What follows belongs to an exercise in optimizing a design on an open flow for small area; a production flow would make more cautious choices.
At most, simulation tests tie the RTL to the original design; equivalence was not proved.
No activity file was given, so power comes from the tool's default toggle rates.

==> run H: inputs <==
==> flow/design.v <==
module blram_bit (
    input  logic clk,
    input  logic sa,
    input  logic ga,
    input  logic sb,
    input  logic gb,
    input  logic sh,
    output logic q
);
    always_ff @(posedge clk) q <= ~((sa & ga) | (sb & gb) | (sh & q));
endmodule
module blram_ao3 (
    input  logic s0, d0, s1, d1, s2, d2,
    output logic y
);
    assign y = ~((s0 & d0) | (s1 & d1) | (s2 & d2));
endmodule
module blram_ao2 (
    input  logic s0, d0, s1, d1,
    output logic y
);
    assign y = ~((s0 & d0) | (s1 & d1));
endmodule
module blram_nand4 (
    input  logic a, b, c, d,
    output logic y
);
    assign y = ~(a & b & c & d);
endmodule
module blram_nand3 (
    input  logic a, b, c,
    output logic y
);
    assign y = ~(a & b & c);
endmodule
module blram_nor4 (
    input  logic a, b, c, d,
    output logic y
);
    assign y = ~(a | b | c | d);
endmodule
module blram_nor3 (
    input  logic a, b, c,
    output logic y
);
    assign y = ~(a | b | c);
endmodule
module blram_rdcol (
    input  logic [127:0] s,
    input  logic [127:0] q,
    output logic         y
);
    logic [42:0] l1;    
    logic [10:0] l2;    
    logic [2:0]  l3;    
    for (genvar g = 0; g < 42; g++) begin : g_l1
        blram_ao3 u (.s0(s[3*g]), .d0(q[3*g]), .s1(s[3*g+1]), .d1(q[3*g+1]),
                     .s2(s[3*g+2]), .d2(q[3*g+2]), .y(l1[g]));
    end
    blram_ao2 u_l1_last (.s0(s[126]), .d0(q[126]), .s1(s[127]), .d1(q[127]), .y(l1[42]));
    for (genvar g = 0; g < 10; g++) begin : g_l2
        blram_nand4 u (.a(l1[4*g]), .b(l1[4*g+1]), .c(l1[4*g+2]), .d(l1[4*g+3]), .y(l2[g]));
    end
    blram_nand3 u_l2_last (.a(l1[40]), .b(l1[41]), .c(l1[42]), .y(l2[10]));
    blram_nor4 u_l3_0 (.a(l2[0]), .b(l2[1]), .c(l2[2]), .d(l2[3]), .y(l3[0]));
    blram_nor4 u_l3_1 (.a(l2[4]), .b(l2[5]), .c(l2[6]), .d(l2[7]), .y(l3[1]));
    blram_nor3 u_l3_2 (.a(l2[8]), .b(l2[9]), .c(l2[10]), .y(l3[2]));
    blram_nand3 u_l4 (.a(l3[0]), .b(l3[1]), .c(l3[2]), .y(y));
endmodule
module blram_dp #(
    parameter int DW = 16
) (
    input  logic          clk,
    input  logic          rst,
    output logic          init_busy,
    input  logic          a_en,
    input  logic          a_we,
    input  logic [6:0]    a_addr,
    input  logic [DW-1:0] a_din,
    output logic [DW-1:0] a_dout,
    input  logic          b_en,
    input  logic          b_we,
    input  logic [6:0]    b_addr,
    input  logic [DW-1:0] b_din,
    output logic [DW-1:0] b_dout,
    output logic          collision
);
    localparam int AW    = 7;
    localparam int DEPTH = 128;
    logic          busy_q;
    logic [AW-1:0] clr_q;
    logic          ph_q;
    logic          coll_q;
    logic          a_v_q, b_v_q;
    logic [DW-1:0] a_s1_q, a_s2_q, b_s1_q, b_s2_q;
    logic          run;
    logic          a_wr, b_wr, same_addr, b_wr_eff, wa_any;
    logic [AW-1:0] pa_addr;
    logic [DW-1:0] ga, gb;
    assign run       = !busy_q;
    assign same_addr = (a_addr == b_addr);
    assign a_wr      = run && a_en && a_we;
    assign b_wr      = run && b_en && b_we;
    assign b_wr_eff  = b_wr && !(a_wr && same_addr);
    assign wa_any  = busy_q || a_wr;
    assign pa_addr = busy_q ? clr_q : a_addr;
    assign ga = {DW{wa_any}} & ((busy_q ? {DW{1'b0}} : a_din) ^ {DW{ph_q}});
    assign gb = {DW{b_wr_eff}} & (b_din ^ {DW{ph_q}});
    logic [DEPTH-1:0] ra, rb, sh;
    for (genvar w = 0; w < DEPTH; w++) begin : g_dec
        assign ra[w] = (pa_addr == AW'(w));
        assign rb[w] = (b_addr == AW'(w));
        assign sh[w] = !((ra[w] && wa_any) || (rb[w] && b_wr_eff));
    end
    logic [DEPTH*DW-1:0] mem_q;
    for (genvar w = 0; w < DEPTH; w++) begin : g_word
        for (genvar i = 0; i < DW; i++) begin : g_bit
            blram_bit u_bit (
                .clk(clk), .sa(ra[w]), .ga(ga[i]), .sb(rb[w]), .gb(gb[i]),
                .sh(sh[w]), .q(mem_q[w*DW+i])
            );
        end
    end
    logic [DW-1:0] a_raw, b_raw;
    for (genvar i = 0; i < DW; i++) begin : g_col
        logic [DEPTH-1:0] col;
        for (genvar w = 0; w < DEPTH; w++) begin : g_w
            assign col[w] = mem_q[w*DW+i];
        end
        blram_rdcol u_rda (.s(ra), .q(col), .y(a_raw[i]));
        blram_rdcol u_rdb (.s(rb), .q(col), .y(b_raw[i]));
    end
    logic [DW-1:0] a_rd, b_rd;
    assign a_rd = a_we ? a_din : (a_raw ^ {DW{ph_q}});
    assign b_rd = b_we ? ((a_wr && same_addr) ? a_din : b_din) : (b_raw ^ {DW{ph_q}});
    always_ff @(posedge clk or posedge rst) begin
        if (rst) begin
            busy_q <= 1'b1;
            clr_q  <= '0;
            ph_q   <= 1'b0;
            coll_q <= 1'b0;
            a_v_q  <= 1'b0;
            b_v_q  <= 1'b0;
            a_s1_q <= '0;
            b_s1_q <= '0;
            a_s2_q <= '0;
            b_s2_q <= '0;
        end else begin
            ph_q <= !ph_q;
            if (busy_q) begin
                clr_q <= clr_q + AW'(1);
                if (clr_q == AW'(DEPTH - 1)) busy_q <= 1'b0;
            end
            coll_q <= a_wr && b_wr && same_addr;
            a_v_q  <= run && a_en;
            b_v_q  <= run && b_en;
            if (run && a_en) a_s1_q <= a_rd;
            if (run && b_en) b_s1_q <= b_rd;
            if (a_v_q) a_s2_q <= a_s1_q;
            if (b_v_q) b_s2_q <= b_s1_q;
        end
    end
    assign init_busy = busy_q;
    assign collision = coll_q;
    assign a_dout    = a_s2_q;
    assign b_dout    = b_s2_q;
endmodule
module blram_dp_top (
    input  logic        clk,
    input  logic        rst,
    output logic        init_busy,
    input  logic        a_en,
    input  logic        a_we,
    input  logic [6:0]  a_addr,
    input  logic [15:0] a_din,
    output logic [15:0] a_dout,
    input  logic        b_en,
    input  logic        b_we,
    input  logic [6:0]  b_addr,
    input  logic [15:0] b_din,
    output logic [15:0] b_dout,
    output logic        collision
);
    blram_dp #(
        .DW(16)
    ) u_ram (
        .clk      (clk),
        .rst      (rst),
        .init_busy(init_busy),
        .a_en     (a_en),
        .a_we     (a_we),
        .a_addr   (a_addr),
        .a_din    (a_din),
        .a_dout   (a_dout),
        .b_en     (b_en),
        .b_we     (b_we),
        .b_addr   (b_addr),
        .b_din    (b_din),
        .b_dout   (b_dout),
        .collision(collision)
    );
endmodule
==> flow/run.sh <==
#!/bin/bash
# synth_recipe.tcl (not shown) runs the flow's synth.tcl, then flattens the netlist and writes it again
# the make line also repeats each setting of config.mk as NAME=value (left out here)
make -C /OpenROAD-flow-scripts/flow DESIGN_CONFIG=/design/flow/config.mk WORK_HOME=/design/flow/orfs CLKGATE_MAP_FILE= SYNTH_SCRIPT=/design/flow/synth_recipe.tcl finish
==> flow/config.mk <==
export PLATFORM = sky130hd
export DESIGN_NAME = blram_dp_top
export DESIGN_NICKNAME = blram_dp_top
export VERILOG_FILES = /design/flow/design.v
export SDC_FILE = /design/flow/constraint.sdc
export NUM_CORES = 4
export LEC_CHECK = 0
export CAP_MARGIN = 40
export CORE_MARGIN = 2
export CORE_UTILIZATION = 35
export PLACE_DENSITY = 0.5
export SLEW_MARGIN = 40
export SYNTH_HIERARCHICAL = 1
==> flow/constraint.sdc <==
create_clock -name core_clock -period 4.5 [get_ports {clk}]
set_input_delay 0.9000 -clock core_clock [delete_from_list [all_inputs] [get_ports {clk}]]
set_output_delay 0.9000 -clock core_clock [all_outputs]
set_load 0.01 [all_outputs]
==> inputs of run E, as changes to run H <==
==> flow/design.v, changed modules only <==
module blram_dec7 (
    input  logic [6:0]   addr,
    output logic [127:0] sel
);
    logic [7:0]  lo;
    logic [15:0] hi;
    for (genvar k = 0; k < 8; k++) begin : g_lo
        assign lo[k] = (addr[2:0] == 3'(k));
    end
    for (genvar k = 0; k < 16; k++) begin : g_hi
        assign hi[k] = (addr[6:3] == 4'(k));
    end
    for (genvar w = 0; w < 128; w++) begin : g_sel
        assign sel[w] = hi[w/8] & lo[w%8];
    end
endmodule
module blram_oreg (
    input  logic clk,
    input  logic rst,
    input  logic d,
    output logic q
);
    always_ff @(posedge clk or posedge rst) begin
        if (rst) q <= 1'b0;
        else     q <= d;
    end
endmodule
module blram_dp #(
    parameter int DW = 16
) (
    input  logic          clk,
    input  logic          rst,
    output logic          init_busy,
    input  logic          a_en,
    input  logic          a_we,
    input  logic [6:0]    a_addr,
    input  logic [DW-1:0] a_din,
    output logic [DW-1:0] a_dout,
    input  logic          b_en,
    input  logic          b_we,
    input  logic [6:0]    b_addr,
    input  logic [DW-1:0] b_din,
    output logic [DW-1:0] b_dout,
    output logic          collision
);
    localparam int AW    = 7;
    localparam int DEPTH = 128;
    logic          busy_q;
    logic          ph_q;
    logic          a_en_q, a_we_q, b_en_q, b_we_q;
    logic [AW-1:0] a_addr_q, b_addr_q;
    logic [DW-1:0] a_din_q, b_din_q;
    logic [DW-1:0] a_dout_q, b_dout_q, a_dout_d, b_dout_d;
    logic          a_wr, b_wr, same_addr, a_wins, b_wr_eff, wa_any;
    logic [AW-1:0] pa_addr;
    logic [DW-1:0] ga, gb;
    assign same_addr = (a_addr_q == b_addr_q);
    assign a_wr      = a_en_q && a_we_q;
    assign b_wr      = b_en_q && b_we_q;
    assign a_wins    = a_wr && same_addr;
    assign b_wr_eff  = b_wr && !a_wins;
    assign wa_any  = busy_q || a_wr;
    assign pa_addr = a_addr_q;
    assign ga = {DW{wa_any}} & ((busy_q ? {DW{1'b0}} : a_din_q) ^ {DW{ph_q}});
    assign gb = {DW{b_wr_eff}} & (b_din_q ^ {DW{ph_q}});
    logic [DEPTH-1:0] ra, rb, sh;
    blram_dec7 u_deca (.addr(pa_addr), .sel(ra));
    blram_dec7 u_decb (.addr(b_addr_q), .sel(rb));
    for (genvar w = 0; w < DEPTH; w++) begin : g_dec
        assign sh[w] = !((ra[w] && wa_any) || (rb[w] && b_wr_eff));
    end
    logic [DEPTH*DW-1:0] mem_q;
    for (genvar w = 0; w < DEPTH; w++) begin : g_word
        for (genvar i = 0; i < DW; i++) begin : g_bit
            blram_bit u_bit (
                .clk(clk), .sa(ra[w]), .ga(ga[i]), .sb(rb[w]), .gb(gb[i]),
                .sh(sh[w]), .q(mem_q[w*DW+i])
            );
        end
    end
    logic [DW-1:0] a_raw, b_raw;
    for (genvar i = 0; i < DW; i++) begin : g_col
        logic [DEPTH-1:0] col;
        for (genvar w = 0; w < DEPTH; w++) begin : g_w
            assign col[w] = mem_q[w*DW+i];
        end
        blram_rdcol u_rda (.s(ra), .q(col), .y(a_raw[i]));
        blram_rdcol u_rdb (.s(rb), .q(col), .y(b_raw[i]));
    end
    logic          a_rsel, b_rsel, a_ld, b_ld, a_ph_q, b_ph_q;
    logic [DW-1:0] a_oth, b_oth;
    assign a_rsel   = a_en_q && !a_we_q;
    assign b_rsel   = b_en_q && !b_we_q;
    assign a_ld     = a_en_q;
    assign b_ld     = b_en_q;
    assign a_oth    = a_wr ? ga : a_dout_q;
    assign b_oth    = b_wr ? (a_wins ? ga : gb) : b_dout_q;
    assign a_dout_d = a_rsel ? a_raw : a_oth;
    assign b_dout_d = b_rsel ? b_raw : b_oth;
    for (genvar i = 0; i < DW; i++) begin : g_oreg
        blram_oreg u_a (.clk(clk), .rst(rst), .d(a_dout_d[i]), .q(a_dout_q[i]));
        blram_oreg u_b (.clk(clk), .rst(rst), .d(b_dout_d[i]), .q(b_dout_q[i]));
    end
    always_ff @(posedge clk) begin
        b_addr_q <= b_addr;
        a_din_q  <= a_din;
        b_din_q  <= b_din;
    end
    always_ff @(posedge clk or posedge rst) begin
        if (rst) begin
            busy_q   <= 1'b1;
            a_addr_q <= '0;
            ph_q     <= 1'b0;
            a_en_q   <= 1'b0;
            a_ph_q   <= 1'b0;
            b_ph_q   <= 1'b0;
            a_we_q   <= 1'b0;
            b_en_q   <= 1'b0;
            b_we_q   <= 1'b0;
        end else begin
            ph_q <= !ph_q;
            if (a_ld) a_ph_q <= ph_q;
            if (b_ld) b_ph_q <= ph_q;
            if (busy_q && a_addr_q != AW'(DEPTH - 1)) begin
                a_addr_q <= a_addr_q + AW'(1);
            end else begin
                a_addr_q <= a_addr;
            end
            if (busy_q && a_addr_q == AW'(DEPTH - 1)) busy_q <= 1'b0;
            a_en_q <= !busy_q && a_en;
            a_we_q <= a_we;
            b_en_q <= !busy_q && b_en;
            b_we_q <= b_we;
        end
    end
    assign init_busy = busy_q;
    assign collision = a_wins && b_wr;
    assign a_dout    = a_dout_q ^ {DW{a_ph_q}};
    assign b_dout    = b_dout_q ^ {DW{b_ph_q}};
endmodule
CAP_MARGIN = 10   (was 40)
CORE_UTILIZATION = 40   (was 35)
SLEW_MARGIN = 10   (was 40)
==> summary of the runs <==
- Run E completed and failed the layout checks on negative setup slack. Run H ran to the end with violations: negative setup slack.
- Of run E and run H, run H has the higher non-clock buffer count (gap 1948).
- In run H the clock skew is higher than in run E, by 0.038 ns.
- Of run H and run E, run H has the higher die area (gap 14%, measured against run E).
- Of run H and run E, run H has the higher register-to-register slack (gap 0.03 ns).
- Clock power is about the same in run H and run E.
- Of run H and run E, run H has the higher worst setup slack (gap 0.029 ns).
- Of run H and run E, run E has the higher global-route usage (gap 0.24 points).
- Between run H and run E, the lower first-iteration DRC count is in run E (gap 12%, measured against run E).
- Against run E, the synthesized area of run H is smaller by about 0.45%.
- Critical path depth: run H is higher than run E (5).
For run H, only the layout was checked, not whether the RTL still works.

static timing again, ports no longer ideal:
In the flow no input, the clock included, has a driving cell. The finished layouts below were timed again as built, in two steps.
Step 1 assumes that a clkbuf_16 drives the clock port and a buf_2 every other input.
Step 2 times the ports against the registers' clock, not the clock port: input delays grow and output delays shrink by t, the midpoint of the rising clock arrivals with the driver on.
a / b / c = ideal / step 1 / step 2; a / b = the first two.
run	t (ns)	slack for setup (ns)	worst setup path after step 2	clock arrival spread, ns	worst data-port slew with drivers (ns)
run H	0.979	-0.126 / -0.126 / -0.928	input to register	0.102 / 0.103	0.05
run E	0.976	-0.154 / -0.154 / -0.154	register to register	0.072 / 0.073	0.08
For run H, which loses most, drivers alone change the setup slack by 0.000 ns; drivers and shift together by -0.802 ns.
